What follows belongs to an exercise in optimizing a design on an open flow for small area and a short achievable clock period; a production flow would make more cautious choices. In this exercise RTL edits were held to simulation tests only and were not proved equivalent to the original. Power is estimated from default activity; no workload was simulated.

## conv_window_reader
module conv_window_reader #(
  parameter int MAX_OUTST = 4
) (
  input  logic               clk_i,
  input  logic               rst_i,
  input  logic               start_i,
  input  logic [31:0]        base_i,
  input  logic [31:0]        iw_i,
  input  logic [31:0]        ih_i,
  input  logic [31:0]        k_i,
  output logic               mem_req_o,
  output logic [31:0]        mem_addr_o,
  input  logic               mem_gnt_i,
  input  logic               mem_rvalid_i,
  output logic signed [31:0] loop_i_o,
  output logic signed [31:0] loop_j_o,
  output logic signed [31:0] loop_wi_o,
  output logic signed [31:0] loop_wj_o,
  output logic               out_valid_o,
  output logic               busy_o,
  output logic               done_o
);
clock: 17.0 ns
lec_check: 0
cap_margin: 20
core_margin: 2
core_utilization: 80
cts_buf_list: sky130_fd_sc_hd__clkbuf_8
slew_margin: 20
standard.sh (not shown) runs the stock make flow with config.mk's settings and CLKGATE_MAP_FILE= SYNTH_SCRIPT=/design/flow/synth_recipe.tcl, a recipe that flattens the netlist after the stock synthesis.
==> flow/flow/run.sh <==
#!/bin/bash
set -euo pipefail
bash standard.sh \
  "BUFFER_PORTS_ARGS=-buffer_cell sky130_fd_sc_hd__buf_1" \
  "SETUP_SLACK_MARGIN=${SETUP_MARGIN_NS:-10.0}" \
  "SKIP_REPAIR_TIE_FANOUT=1" \
  "CTS_ARGS=-sink_clustering_enable -repair_clock_nets -buf_list sky130_fd_sc_hd__clkbuf_8 -sink_clustering_size 30 -sink_clustering_max_diameter 120 -sink_clustering_levels 1" \
  finish > standard_flow.log 2>&1
Edit:
==> flow/flow/run.sh (replaced) <==
#!/bin/bash
set -euo pipefail
bash standard.sh \
  "BUFFER_PORTS_ARGS=-buffer_cell sky130_fd_sc_hd__buf_1" \
  "SETUP_SLACK_MARGIN=${SETUP_MARGIN_NS:-9.8}" \
  finish > standard_flow.log 2>&1
--- a/flow/config.mk
+++ b/flow/config.mk
@@ -10 +10 @@
-export CORE_UTILIZATION = 80
+export CORE_UTILIZATION = 65
The new run went through all stages and came out clean.
Via count is lower by 2.7%.
Power is higher by 3.0%.
Routed wire length is lower by 4.2%.
Setup slack gets better by 14 ps.
Count of clock-buffer cells in the layout does not change.
Global-route usage is lower by 6.3 points.
Die area is higher by 22%.
Utilization is lower by 14 points.
Final area is higher by 1.8%.
Sequential cell count is unchanged.
Sequential share of layout area is lower by 0.68 points.

conv_window_reader again, from the RTL that the note above started with.
## conv_window_reader
module conv_window_reader #(
  parameter int MAX_OUTST = 4
) (
  input  logic               clk_i,
  input  logic               rst_i,
  input  logic               start_i,
  input  logic [31:0]        base_i,
  input  logic [31:0]        iw_i,
  input  logic [31:0]        ih_i,
  input  logic [31:0]        k_i,
  output logic               mem_req_o,
  output logic [31:0]        mem_addr_o,
  input  logic               mem_gnt_i,
  input  logic               mem_rvalid_i,
  output logic signed [31:0] loop_i_o,
  output logic signed [31:0] loop_j_o,
  output logic signed [31:0] loop_wi_o,
  output logic signed [31:0] loop_wj_o,
  output logic               out_valid_o,
  output logic               busy_o,
  output logic               done_o
);
  localparam int CNT_W = $clog2(MAX_OUTST + 1);
  localparam logic [CNT_W-1:0] CNT_MAX = CNT_W'(MAX_OUTST);
  function automatic logic [19:0] inc20(input logic [19:0] a);
    logic c;
    c = 1'b1;
    for (int n = 0; n < 20; n++) begin
      inc20[n] = a[n] ^ c;
  ...
==> flow/config.mk <==
export PLATFORM = sky130hd
export DESIGN_NAME = conv_window_reader
export DESIGN_NICKNAME = conv_window_reader
export VERILOG_FILES = /design/flow/design.v
export SDC_FILE = /design/flow/constraint.sdc
export NUM_CORES = 4
export LEC_CHECK = 0
export CAP_MARGIN = 20
export CORE_MARGIN = 2
export CORE_UTILIZATION = 80
export CTS_BUF_LIST = sky130_fd_sc_hd__clkbuf_8
export CTS_CLUSTER_DIAMETER = 150
export CTS_CLUSTER_SIZE = 40
export SLEW_MARGIN = 20
==> flow/constraint.sdc <==
create_clock -name core_clock -period 17.0 [get_ports {clk_i}]
set_input_delay 3.4000 -clock core_clock [delete_from_list [all_inputs] [get_ports {clk_i}]]
set_output_delay 3.4000 -clock core_clock [all_outputs]
set_load 0.01 [all_outputs]
==> flow/flow/run.sh <==
#!/bin/bash
set -euo pipefail
bash standard.sh \
  "BUFFER_PORTS_ARGS=-buffer_cell sky130_fd_sc_hd__buf_1" \
  "SETUP_SLACK_MARGIN=${SETUP_MARGIN_NS:-9.8}" \
  finish > standard_flow.log 2>&1
The starting point produced a clean layout.
Rerun with:
- CORE_UTILIZATION: 80 -> 90
- CTS_CLUSTER_DIAMETER: 150 -> default
- CTS_CLUSTER_SIZE: 40 -> default
Now the flow did not get past global placement without I/O (3_1_place_gp_skip_io).
Area after synthesis does not change.
Synthesized cell count is unchanged.
Rerun with:
--- a/flow/flow/run.sh
+++ b/flow/flow/run.sh
@@ -5 +5,3 @@
-  "SETUP_SLACK_MARGIN=${SETUP_MARGIN_NS:-9.8}" \
+  "SETUP_SLACK_MARGIN=${SETUP_MARGIN_NS:-9.9}" \
+  "SKIP_REPAIR_TIE_FANOUT=1" \
+  "CTS_ARGS=-repair_clock_nets -buf_list sky130_fd_sc_hd__clkbuf_8" \
- CORE_UTILIZATION: 90 -> 80
After rerunning:
- Now the flow completed without violations
- synthesized cell count does not change
- synthesized area does not change
Rerun with:
==> flow/flow/run.sh (replaced) <==
#!/bin/bash
set -euo pipefail
bash standard.sh \
  "BUFFER_PORTS_ARGS=-buffer_cell sky130_fd_sc_hd__buf_1" \
  "SETUP_SLACK_MARGIN=${SETUP_MARGIN_NS:-9.8}" \
  "SKIP_REPAIR_TIE_FANOUT=1" \
  "CTS_ARGS=-sink_clustering_enable -repair_clock_nets -buf_list sky130_fd_sc_hd__clkbuf_8 -sink_clustering_size 30 -sink_clustering_max_diameter 120 -sink_clustering_levels 1" \
  finish > standard_flow.log 2>&1
=>
- setup slack is worse by 0.058 ns
- area after synthesis is unchanged
- die area stays the same
- clock power drops by about 4%
- fmax drops by 0.81%
- critical path depth is unchanged
- combinational power stays flat
- total power drops by 1.2%
- global-route usage drops by 0.20 points
- sequential share of layout area climbs by 0.27 points
- via count drops by 0.43%

Starting RTL as in the previous note.
Settings: LEC_CHECK=0, CAP_MARGIN=20, CORE_MARGIN=2, CORE_UTILIZATION=80, CTS_BUF_LIST=sky130_fd_sc_hd__clkbuf_8, SLEW_MARGIN=20; clock period 17.0 ns.
==> flow/flow/run.sh <==
#!/bin/bash
set -euo pipefail
bash standard.sh \
  "BUFFER_PORTS_ARGS=-buffer_cell sky130_fd_sc_hd__buf_1" \
  "SETUP_SLACK_MARGIN=${SETUP_MARGIN_NS:-9.8}" \
  finish > standard_flow.log 2>&1
The first run completed without violations.
==> next run, changes <==
==> flow/flow/run.sh (replaced) <==
#!/bin/bash
set -euo pipefail
bash standard.sh \
  "BUFFER_PORTS_ARGS=-buffer_cell sky130_fd_sc_hd__buf_1" \
  "SETUP_SLACK_MARGIN=${SETUP_MARGIN_NS:-9.9}" \
  "SKIP_REPAIR_TIE_FANOUT=1" \
  "CTS_ARGS=-sink_clustering_enable -repair_clock_nets -buf_list sky130_fd_sc_hd__clkbuf_8 -sink_clustering_size 30 -sink_clustering_max_diameter 120 -sink_clustering_levels 1" \
  finish > standard_flow.log 2>&1
The changed run finished clean.
Global-route usage rises by 1.1 points.
Power rises by 6.9%.
Utilization falls by 0.32 points.
Design area falls by about 0.37%.
Maximum frequency is about the same.
Final cell count falls by about 3.3%.
Setup slack loses 0.012 ns.
Sequential share of layout area rises by 0.14 points.
Critical path depth does not change.
Routed wire length rises by 5.3%.
==> next run, changes <==
==> flow/flow/run.sh (replaced) <==
#!/bin/bash
set -euo pipefail
bash standard.sh \
  "BUFFER_PORTS_ARGS=-buffer_cell sky130_fd_sc_hd__buf_1" \
  "SETUP_SLACK_MARGIN=${SETUP_MARGIN_NS:-9.8}" \
  "SKIP_REPAIR_TIE_FANOUT=1" \
  "CTS_ARGS=-sink_clustering_enable -repair_clock_nets -root_buf sky130_fd_sc_hd__clkbuf_8 -buf_list {sky130_fd_sc_hd__clkbuf_4 sky130_fd_sc_hd__clkbuf_8}" \
  finish > standard_flow.log 2>&1
Effect: The new run produced a clean layout; setup slack got worse by 0.058 ns; via count fell by about 0.43%; worst hold slack hardly moves; die area stays the same; area after synthesis does not change; wire length is lower by about 2%; cell count hardly moves; fmax came out lower by 0.81%; clock skew is about the same; total power decreases by 1.2%; core utilization is lower by 0.59 points.

## exp/onyx
conv_window_reader, a different RTL version from the one above (not shown whole).
Size in the first run: roughly 920 cells after synthesis, about 150 flip-flops, about 300 I/O pins, about 9700 um2 of cells after synthesis.
Design conv_window_reader, start of the top module:
module conv_window_reader #(
  parameter int MAX_OUTST = 4
) (
  input  logic               clk_i,
  input  logic               rst_i,
  input  logic               start_i,
  input  logic [31:0]        base_i,
  input  logic [31:0]        iw_i,
  input  logic [31:0]        ih_i,
  input  logic [31:0]        k_i,
  output logic               mem_req_o,
  output logic [31:0]        mem_addr_o,
  input  logic               mem_gnt_i,
  input  logic               mem_rvalid_i,
  output logic signed [31:0] loop_i_o,
  output logic signed [31:0] loop_j_o,
  output logic signed [31:0] loop_wi_o,
  output logic signed [31:0] loop_wj_o,
  output logic               out_valid_o,
  output logic               busy_o,
  output logic               done_o
);
==> flow/config.mk <==
export PLATFORM = sky130hd
export DESIGN_NAME = conv_window_reader
export DESIGN_NICKNAME = conv_window_reader
export VERILOG_FILES = /design/flow/design.v
export SDC_FILE = /design/flow/constraint.sdc
export NUM_CORES = 4
export LEC_CHECK = 0
export CAP_MARGIN = 20
export CORE_MARGIN = 2
export CORE_UTILIZATION = 80
export CTS_BUF_LIST = sky130_fd_sc_hd__clkbuf_8
export SLEW_MARGIN = 20
==> flow/constraint.sdc <==
create_clock -name core_clock -period 17.0 [get_ports {clk_i}]
set_input_delay 3.4000 -clock core_clock [delete_from_list [all_inputs] [get_ports {clk_i}]]
set_output_delay 3.4000 -clock core_clock [all_outputs]
set_load 0.01 [all_outputs]
==> flow/flow/run.sh <==
#!/bin/bash
set -euo pipefail
bash standard.sh \
  "BUFFER_PORTS_ARGS=-buffer_cell sky130_fd_sc_hd__buf_1" \
  "SETUP_SLACK_MARGIN=${SETUP_MARGIN_NS:-9.9}" \
  "SKIP_REPAIR_TIE_FANOUT=1" \
  "CTS_ARGS=-sink_clustering_enable -repair_clock_nets -buf_list {sky130_fd_sc_hd__clkbuf_2 sky130_fd_sc_hd__clkbuf_4 sky130_fd_sc_hd__clkbuf_8}" \
  finish > standard_flow.log 2>&1
exp/onyx: full flow OK, the timing, DRC and antenna checks passed
Modified inputs, exp/garnet compared to exp/onyx
==> flow/flow/run.sh <==
#!/bin/bash
# Standard ORFS layout with these changes:
# - synthesis: the standard flow's script, but ABC maps with an area-oriented script (flow/synth.tcl,
#   flow/area.abc); flip-flops are mapped exactly as in the standard synthesis;
# - small (buf_1) port buffers instead of the default delay-cell buffers;
# - a larger setup-repair margin so repair_timing keeps working below the clock period;
# - one shared tie cell; clock tree built from clkbuf_8.
# The design and constraints are the standard flow's, unchanged.
set -euo pipefail
here=$(pwd)
bash standard.sh \
  "SYNTH_SCRIPT=$here/flow/synth.tcl" \
  "FLOW_ABC_SCRIPT=$here/flow/area.abc" \
  "BUFFER_PORTS_ARGS=-buffer_cell sky130_fd_sc_hd__buf_1" \
  "SETUP_SLACK_MARGIN=${SETUP_MARGIN_NS:-9.9}" \
  "SKIP_REPAIR_TIE_FANOUT=1" \
  "CTS_ARGS=-sink_clustering_enable -repair_clock_nets -buf_list sky130_fd_sc_hd__clkbuf_8" \
  finish > standard_flow.log 2>&1
==> flow/flow/area.abc (new file) <==
&get -n
&st
&dch
&nf -R 1000
&put
buffer -c
topo
stime -c
upsize -c
dnsize -c
==> flow/flow/synth.tcl (new file) <==
# The standard flow's synthesis script (synth_recipe.tcl), with one change: ABC maps the logic with
# flow/area.abc (an area-oriented mapping) instead of ORFS's speed script. Everything
# else, including the flip-flop mapping, is the standard synthesis.
proc synth {args} { yosys synth -nofsm -noshare {*}$args }
proc abc {args} {
  set i [lsearch -exact $args -script]
  if { $i >= 0 } { lset args [expr {$i + 1}] $::env(FLOW_ABC_SCRIPT) }
  yosys abc {*}$args
}
source $::env(SCRIPTS_DIR)/synth.tcl
# left out here: clear keep_hierarchy, flatten, clean up, hide names made inside functions, write 1_2_yosys.v
Notes after the runs:
Compared with exp/onyx, final wirelength in exp/garnet increased by more than 10%.
Taking exp/onyx as the reference, in exp/garnet fraction of area in non-clock buffers up 0.91 points, routed length per placed instance saw an increase, first-pass GRT wire length +about 10%, sequential cell area share went down by 0.61 points, gate count of the mapped netlist moved down.
Multi-input combinational cell area of exp/garnet falls short of that of exp/onyx slightly.
[inputs] exp/umber vs exp/garnet
==> flow/flow/run.sh <==
#!/bin/bash
set -euo pipefail
bash standard.sh \
  "BUFFER_PORTS_ARGS=-buffer_cell sky130_fd_sc_hd__buf_1" \
  "SETUP_SLACK_MARGIN=${SETUP_MARGIN_NS:-9.9}" \
  "SKIP_REPAIR_TIE_FANOUT=1" \
  "CTS_ARGS=-sink_clustering_enable -repair_clock_nets -buf_list sky130_fd_sc_hd__clkbuf_8 -sink_clustering_size 30 -sink_clustering_max_diameter 120 -sink_clustering_levels 1" \
  finish > standard_flow.log 2>&1
removed: flow/flow/area.abc
removed: flow/flow/synth.tcl
- exp/umber: post-synthesis sequential area ratio lower than exp/garnet
- Sort exp/garnet and exp/umber by combinational fraction of design power, descending, and exp/umber comes first.
- In exp/umber the fraction of power spent switching nets turned out 0.47 points lower than in exp/garnet.
- On exp/umber: final critical path time including I/O delays and setup is 0.37 ns lower than what exp/garnet gave.
- exp/umber | status: complete | timing, DRC, antenna: pass
- Per the final summary, exp/garnet finished and its layout is clean on timing, DRC and antenna.
- Delta (exp/umber minus exp/garnet): setup slack went up, worst reg-to-reg path cell count went up, non-clock buffer count went down, final total power went down, quantity of gates resized following cts went down.

[separate check: timing with driven ports]
Ports are ideal in the flow. The routed layouts listed here were re-timed in OpenROAD. Step 1 sets driving cells, clkbuf_16 on the clock port and buf_2 on the other inputs (assumed; they add their load-dependent delay and slew). Step 2 moves the port delays by t, midway between the first and last clock arrival at a register: inputs arrive t later, outputs are due t later. That takes back most of the time a late clock gives input paths. Slacks: ideal / step 1 / step 2; pairs: ideal / step 1.
| run | t, ns | setup WS [ns] | hold WS [ns] | worst register clock-pin slew, ns | pins driven straight from the clock port |
|---|---|---|---|---|---|
| the first run of note 1 | 0.488 | 9.817 / 9.784 / 9.784 | 0.479 / 0.479 / 0.479 | 0.09 / 0.09 | 1 |
| the second run of note 1 | 0.500 | 9.831 / 9.800 / 9.800 | 0.474 / 0.474 / 0.474 | 0.09 / 0.09 | 1 |
| the first run of note 2 | 0.494 | 9.859 / 9.825 / 9.825 | 0.475 / 0.475 / 0.475 | 0.09 / 0.09 | 1 |
| the third run of note 2 | 0.498 | 9.847 / 9.816 / 9.816 | 0.477 / 0.477 / 0.477 | 0.09 / 0.09 | 1 |
| the fourth run of note 2 | 0.505 | 9.789 / 9.767 / 9.767 | 0.480 / 0.480 / 0.480 | 0.09 / 0.09 | 1 |
| the first run of note 3 | 0.494 | 9.859 / 9.825 / 9.825 | 0.475 / 0.475 / 0.475 | 0.09 / 0.09 | 1 |
| the second run of note 3 | 0.498 | 9.847 / 9.816 / 9.816 | 0.477 / 0.477 / 0.477 | 0.09 / 0.09 | 1 |
| the third run of note 3 | 0.505 | 9.789 / 9.767 / 9.767 | 0.480 / 0.480 / 0.480 | 0.09 / 0.09 | 1 |
| exp/onyx | 0.505 | 9.856 / 9.814 / 9.814 | 0.478 / 0.478 / 0.478 | 0.09 / 0.09 | 1 |
| exp/garnet | 0.524 | 9.488 / 9.453 / 9.703 | 0.497 / 0.497 / 0.497 | 0.10 / 0.10 | 1 |
| exp/umber | 0.508 | 9.856 / 9.814 / 9.814 | 0.478 / 0.478 / 0.478 | 0.09 / 0.09 | 1 |
After both steps every run listed still meets setup and hold.
